This design comes from an exercise in tuning for small area, a short achievable clock period and few clock cycles per item on the open sky130 flow, not from production work.
Power figures rest on the tool's default switching activity, not on a simulated workload.

## north
==> module segmented_sum_top3_tracker, before the edit <==
module segmented_sum_top3_tracker #(
  parameter int unsigned SUM_WIDTH = 32,
  parameter int unsigned TOP_COUNT = 3
) (
  input  logic                    clk_i,
  input  logic                    rst_ni,
  input  logic                    in_valid_i,
  output logic                    in_ready_o,
  input  logic [sst3_pkg::CharWidth-1:0]    in_char_i,
  input  logic                    in_eoi_i,
  output logic                    out_valid_o,
  input  logic                    out_ready_i,
  output logic [sst3_pkg::LargestWidth-1:0] out_largest_o,
  output logic [sst3_pkg::TopSumWidth-1:0]  out_top3_o,
  output logic                    out_closed_o
);
  localparam int unsigned SW     = 32;
  localparam int unsigned ARCH_L = 0;
  localparam int unsigned ARCH_G = 0;
  localparam int unsigned ARCH_S = 0;
  function automatic logic gt_tree(input logic [SW-1:0] a, input logic [SW-1:0] b);
    logic [SW-1:0] g, t;
    g = a & ~b;
    t = a | ~b;
    for (int w = SW / 2; w >= 1; w = w / 2) begin
      for (int i = 0; i < w; i++) begin
        g[i] = g[2*i+1] | (t[2*i+1] & g[2*i]);
        t[i] = g[2*i+1] | (t[2*i+1] & t[2*i]);
      end
    end
    gt_tree = g[0];
  endfunction
  typedef struct packed {
    logic       eoi;
    logic       dig;
    logic       nl;
    logic [2:0] x;
    logic       y;
    logic       z;
  } byte_t;
  byte_t in_dec;
  assign in_dec.eoi = in_eoi_i;
  assign in_dec.dig = !in_eoi_i && (in_char_i[7:4] == 4'h3) && (!in_char_i[3] || (in_char_i[2:1] == 2'b00));
  assign in_dec.nl  = !in_eoi_i && (in_char_i == sst3_pkg::CharNewline);
  assign in_dec.x   = in_char_i[3] ? 3'b111 : in_char_i[2:0];
  assign in_dec.y   = in_char_i[3];
  assign in_dec.z   = in_char_i[3] && in_char_i[0];
  logic  adv;
  logic  v1, vs;
  logic  v2, c2, i2;
  logic  v3, c3, i3;
  logic  v4, c4;
  byte_t b1, bs;
  logic  acc;
  assign adv        = !v4 || out_ready_i;
  assign in_ready_o = !vs;
  assign acc        = in_valid_i && !vs;
  always_ff @(posedge clk_i or negedge rst_ni) begin
    if (!rst_ni) begin
      v1 <= 1'b0;
      vs <= 1'b0;
    end else begin
      if (adv || !v1) v1 <= vs || acc;
      vs <= !adv && (vs || (v1 && acc));
    end
  end
  always_ff @(posedge clk_i) begin
    if (adv || !v1) b1 <= vs ? bs : in_dec;
    if (!vs) bs <= in_dec;
  end
  logic [SW-1:0] line_q, group_q, group_in;
  logic          has_q, open_q;
  logic          a1;
  logic          line_end, close_grp, ins_grp;
  logic [SW-1:0] line_ten, line_sat;
  logic          line_ovf;
  logic [SW-1:0] group_add;
  logic          group_cy;
  logic          group_sat_q;
  logic [SW-1:0] group_val;
  assign a1        = adv && v1;
  assign line_end  = b1.nl || b1.eoi;
  assign close_grp = b1.eoi || (b1.nl && !has_q);
  assign ins_grp   = close_grp && (has_q || open_q);
  sst3_add #(.W(SW), .ARCH(ARCH_L)) u_line_add (
    .a_i({line_q[SW-4:0], b1.x}), .b_i({line_q[SW-2:0], b1.y}), .c_i(b1.z), .s_o(line_ten), .c_o()
  );
  assign line_ovf = gt_tree(line_q, 32'd429496729) || ((line_q == 32'd429496729) && b1.x[2] && b1.x[1]);
  assign line_sat = line_ovf ? '1 : line_ten;
  assign group_in = open_q ? group_q : '0;
  sst3_add #(.W(SW), .ARCH(ARCH_G)) u_group_add (
    .a_i(group_in), .b_i(line_q), .c_i(1'b0), .s_o(group_add), .c_o(group_cy)
  );
  assign group_val = group_q | {SW{group_sat_q}};
  always_ff @(posedge clk_i or negedge rst_ni) begin
    if (!rst_ni) begin
      line_q  <= '0;
      has_q   <= 1'b0;
      open_q  <= 1'b0;
      group_sat_q <= 1'b0;
    end else if (a1) begin
      if (b1.dig) begin
        line_q <= line_sat;
        has_q  <= 1'b1;
      end else if (line_end) begin
        line_q <= '0;
        has_q  <= 1'b0;
      end
      if (line_end && has_q) group_sat_q <= (open_q && group_sat_q) || group_cy;
      if (close_grp) open_q <= 1'b0;
      else if (line_end && has_q) open_q <= 1'b1;
    end
  end
  always_ff @(posedge clk_i) begin
    if (a1 && line_end && has_q) group_q <= group_add;
  end
  always_ff @(posedge clk_i or negedge rst_ni) begin
    if (!rst_ni) begin
      v2 <= 1'b0;
      c2 <= 1'b0;
      i2 <= 1'b0;
      v3 <= 1'b0;
      c3 <= 1'b0;
      i3 <= 1'b0;
      v4 <= 1'b0;
    end else if (adv) begin
      v2 <= v1;
      c2 <= v1 && close_grp;
      i2 <= v1 && ins_grp;
      v3 <= v2;
      c3 <= c2;
      i3 <= i2;
      v4 <= v3;
    end
  end
  always_ff @(posedge clk_i) begin
    if (adv) c4 <= c3;
  end
  logic [SW-1:0] top0_q, top1_q, top2_q;
  logic [SW+1:0] sum_q;
  logic          gt0_q, gt1_q, gt2_q;
  always_ff @(posedge clk_i) begin
    gt0_q <= gt_tree(group_val, top0_q);
    gt1_q <= gt_tree(group_val, top1_q);
    gt2_q <= gt_tree(group_val, top2_q);
  end
  logic [SW+1:0] s_x, s_y, s_z, s_sum, s_car, sum_new;
  assign s_x   = sum_q;
  assign s_y   = {2'b00, group_val};
  assign s_z   = {2'b11, ~top0_q};
  assign s_sum = s_x ^ s_y ^ s_z;
  assign s_car = {(s_x[SW:0] & s_y[SW:0]) | (s_x[SW:0] & s_z[SW:0]) | (s_y[SW:0] & s_z[SW:0]), 1'b0};
  sst3_add #(.W(SW+2), .ARCH(ARCH_S)) u_sum_add (
    .a_i(s_sum), .b_i(s_car), .c_i(1'b1), .s_o(sum_new), .c_o()
  );
  always_ff @(posedge clk_i or negedge rst_ni) begin
    if (!rst_ni) begin
      top0_q <= '0;
      top1_q <= '0;
      top2_q <= '0;
      sum_q  <= '0;
    end else if (adv && i3 && gt0_q) begin
      top2_q <= gt2_q ? group_val : top2_q;
      top1_q <= gt2_q ? top2_q : (gt1_q ? group_val : top1_q);
      top0_q <= gt1_q ? top1_q : group_val;
      sum_q  <= sum_new;
    end
  end
  assign out_valid_o   = v4;
  assign out_largest_o = top2_q;
  assign out_top3_o    = sum_q;
  assign out_closed_o  = c4;
endmodule
==> flow/config.mk <==
export PLATFORM = sky130hd
export DESIGN_NAME = segmented_sum_top3_tracker
export DESIGN_NICKNAME = segmented_sum_top3_tracker
export VERILOG_FILES = /design/flow/design.v
export SDC_FILE = /design/flow/constraint.sdc
export NUM_CORES = 4
export LEC_CHECK = 0
export ABC_CLOCK_PERIOD_IN_PS = 3000
export CAP_MARGIN = 20
export CORE_MARGIN = 8
export CORE_UTILIZATION = 60
export PLACE_DENSITY = 0.72
export SLEW_MARGIN = 20
==> flow/constraint.sdc <==
create_clock -name core_clock -period 9.0 [get_ports {clk_i}]
set_input_delay 1.8000 -clock core_clock [delete_from_list [all_inputs] [get_ports {clk_i}]]
set_output_delay 1.8000 -clock core_clock [all_outputs]
set_load 0.01 [all_outputs]
standard.sh (not shown) runs the stock make flow with config.mk's settings and CLKGATE_MAP_FILE= SYNTH_SCRIPT=/design/flow/synth_recipe.tcl, a recipe that flattens the netlist after the stock synthesis.
==> flow/flow/run.sh <==
#!/bin/bash
set -euo pipefail
MARGIN=6.0
PORT_BUF=sky130_fd_sc_hd__buf_2
CTS="-sink_clustering_enable -repair_clock_nets -sink_clustering_size 30 -sink_clustering_max_diameter 80 -buf_list {sky130_fd_sc_hd__clkbuf_8 sky130_fd_sc_hd__clkbuf_16} -dont_use_dummy_load"
bash standard.sh synth > synth.log 2>&1
bash standard.sh "SETUP_SLACK_MARGIN=$MARGIN" "BUFFER_PORTS_ARGS=-buffer_cell $PORT_BUF" "CTS_ARGS=$CTS" finish > layout.log 2>&1
What south does differently from north at the input level:
diff --git a/flow/design.v b/flow/design.v
--- a/flow/design.v
+++ b/flow/design.v
@@ -93,10 +93,11 @@
   output logic                    out_closed_o
 );
   localparam int unsigned SW     = 32;
   localparam int unsigned ARCH_L = 0;
   localparam int unsigned ARCH_G = 0;
+  localparam int unsigned ARCH_D = 0;
   localparam int unsigned ARCH_S = 0;
   function automatic logic gt_tree(input logic [SW-1:0] a, input logic [SW-1:0] b);
     logic [SW-1:0] g, t;
     g = a & ~b;
     t = a | ~b;
@@ -214,24 +215,24 @@
   always_ff @(posedge clk_i) begin
     if (adv) c4 <= c3;
   end
   logic [SW-1:0] top0_q, top1_q, top2_q;
   logic [SW+1:0] sum_q;
-  logic          gt0_q, gt1_q, gt2_q;
-  always_ff @(posedge clk_i) begin
-    gt0_q <= gt_tree(group_val, top0_q);
-    gt1_q <= gt_tree(group_val, top1_q);
-    gt2_q <= gt_tree(group_val, top2_q);
-  end
-  logic [SW+1:0] s_x, s_y, s_z, s_sum, s_car, sum_new;
-  assign s_x   = sum_q;
-  assign s_y   = {2'b00, group_val};
-  assign s_z   = {2'b11, ~top0_q};
-  assign s_sum = s_x ^ s_y ^ s_z;
-  assign s_car = {(s_x[SW:0] & s_y[SW:0]) | (s_x[SW:0] & s_z[SW:0]) | (s_y[SW:0] & s_z[SW:0]), 1'b0};
+  logic [SW-1:0] diff_d, diff_q;
+  logic          gt0_d, gt0_q, gt1_q, gt2_q;
+  sst3_add #(.W(SW), .ARCH(ARCH_D)) u_diff_add (
+    .a_i(group_val), .b_i(~top0_q), .c_i(1'b0), .s_o(diff_d), .c_o(gt0_d)
+  );
+  always_ff @(posedge clk_i) begin
+    diff_q <= diff_d;
+    gt0_q  <= gt0_d;
+    gt1_q  <= gt_tree(group_val, top1_q);
+    gt2_q  <= gt_tree(group_val, top2_q);
+  end
+  logic [SW+1:0] sum_new;
   sst3_add #(.W(SW+2), .ARCH(ARCH_S)) u_sum_add (
-    .a_i(s_sum), .b_i(s_car), .c_i(1'b1), .s_o(sum_new), .c_o()
+    .a_i(sum_q), .b_i({2'b00, diff_q}), .c_i(1'b1), .s_o(sum_new), .c_o()
   );
   always_ff @(posedge clk_i or negedge rst_ni) begin
     if (!rst_ni) begin
       top0_q <= '0;
       top1_q <= '0;
--- outcome ---
Compared with north, south degrades area after synthesis.
Of south and north, the higher normalized max-slew margin belongs to north.
Sort south and north by share of power burned in the clock network, ascending, and north comes first.
Comparing south and north, the lower worst setup slack is on north.
Of south and north, the run reporting the higher upper clock frequency limit was south.
[compare] base=north new=south: multi-input gate share of total cell area went down, via count went down, power attributed to the clock group went up, critical path depth went down, gate count after technology mapping went up.
Between south and north, the post-synthesis mux area share figures differ only marginally.
No run of this note included a check of the RTL's function; only the layout flow was run.

[afterwards: timing with drivers on the ports]
In the flow no input, the clock included, has a driving cell. The finished layouts below were timed again as built, in two steps.
Step 1: set_driving_cell puts a clkbuf_16 on clk_i and a buf_2 on each other input, an assumption about the parent block.
Step 2, shift: input delay + t, output delay - t, t = (earliest + latest rising clock arrival at the registers) / 2. This alone moves slack from input paths to output paths.
Slacks: ideal ports / drivers / drivers and shift; pairs: ideal ports / drivers.
run | t, ns | setup WS [ns] | hold slack, ns | worst slew at a driven data input, ns
north | 0.537 | 4.860 / 4.860 / 4.860 | 0.457 / 0.457 / 0.457 | 0.04
south | 0.530 | 5.719 / 5.719 / 5.617 | 0.463 / 0.463 / 0.463 | 0.04
After both steps every run listed still meets setup and hold. The setup slack of south, which loses most, moves by 0.000 ns with the drivers and by -0.102 ns with both steps.
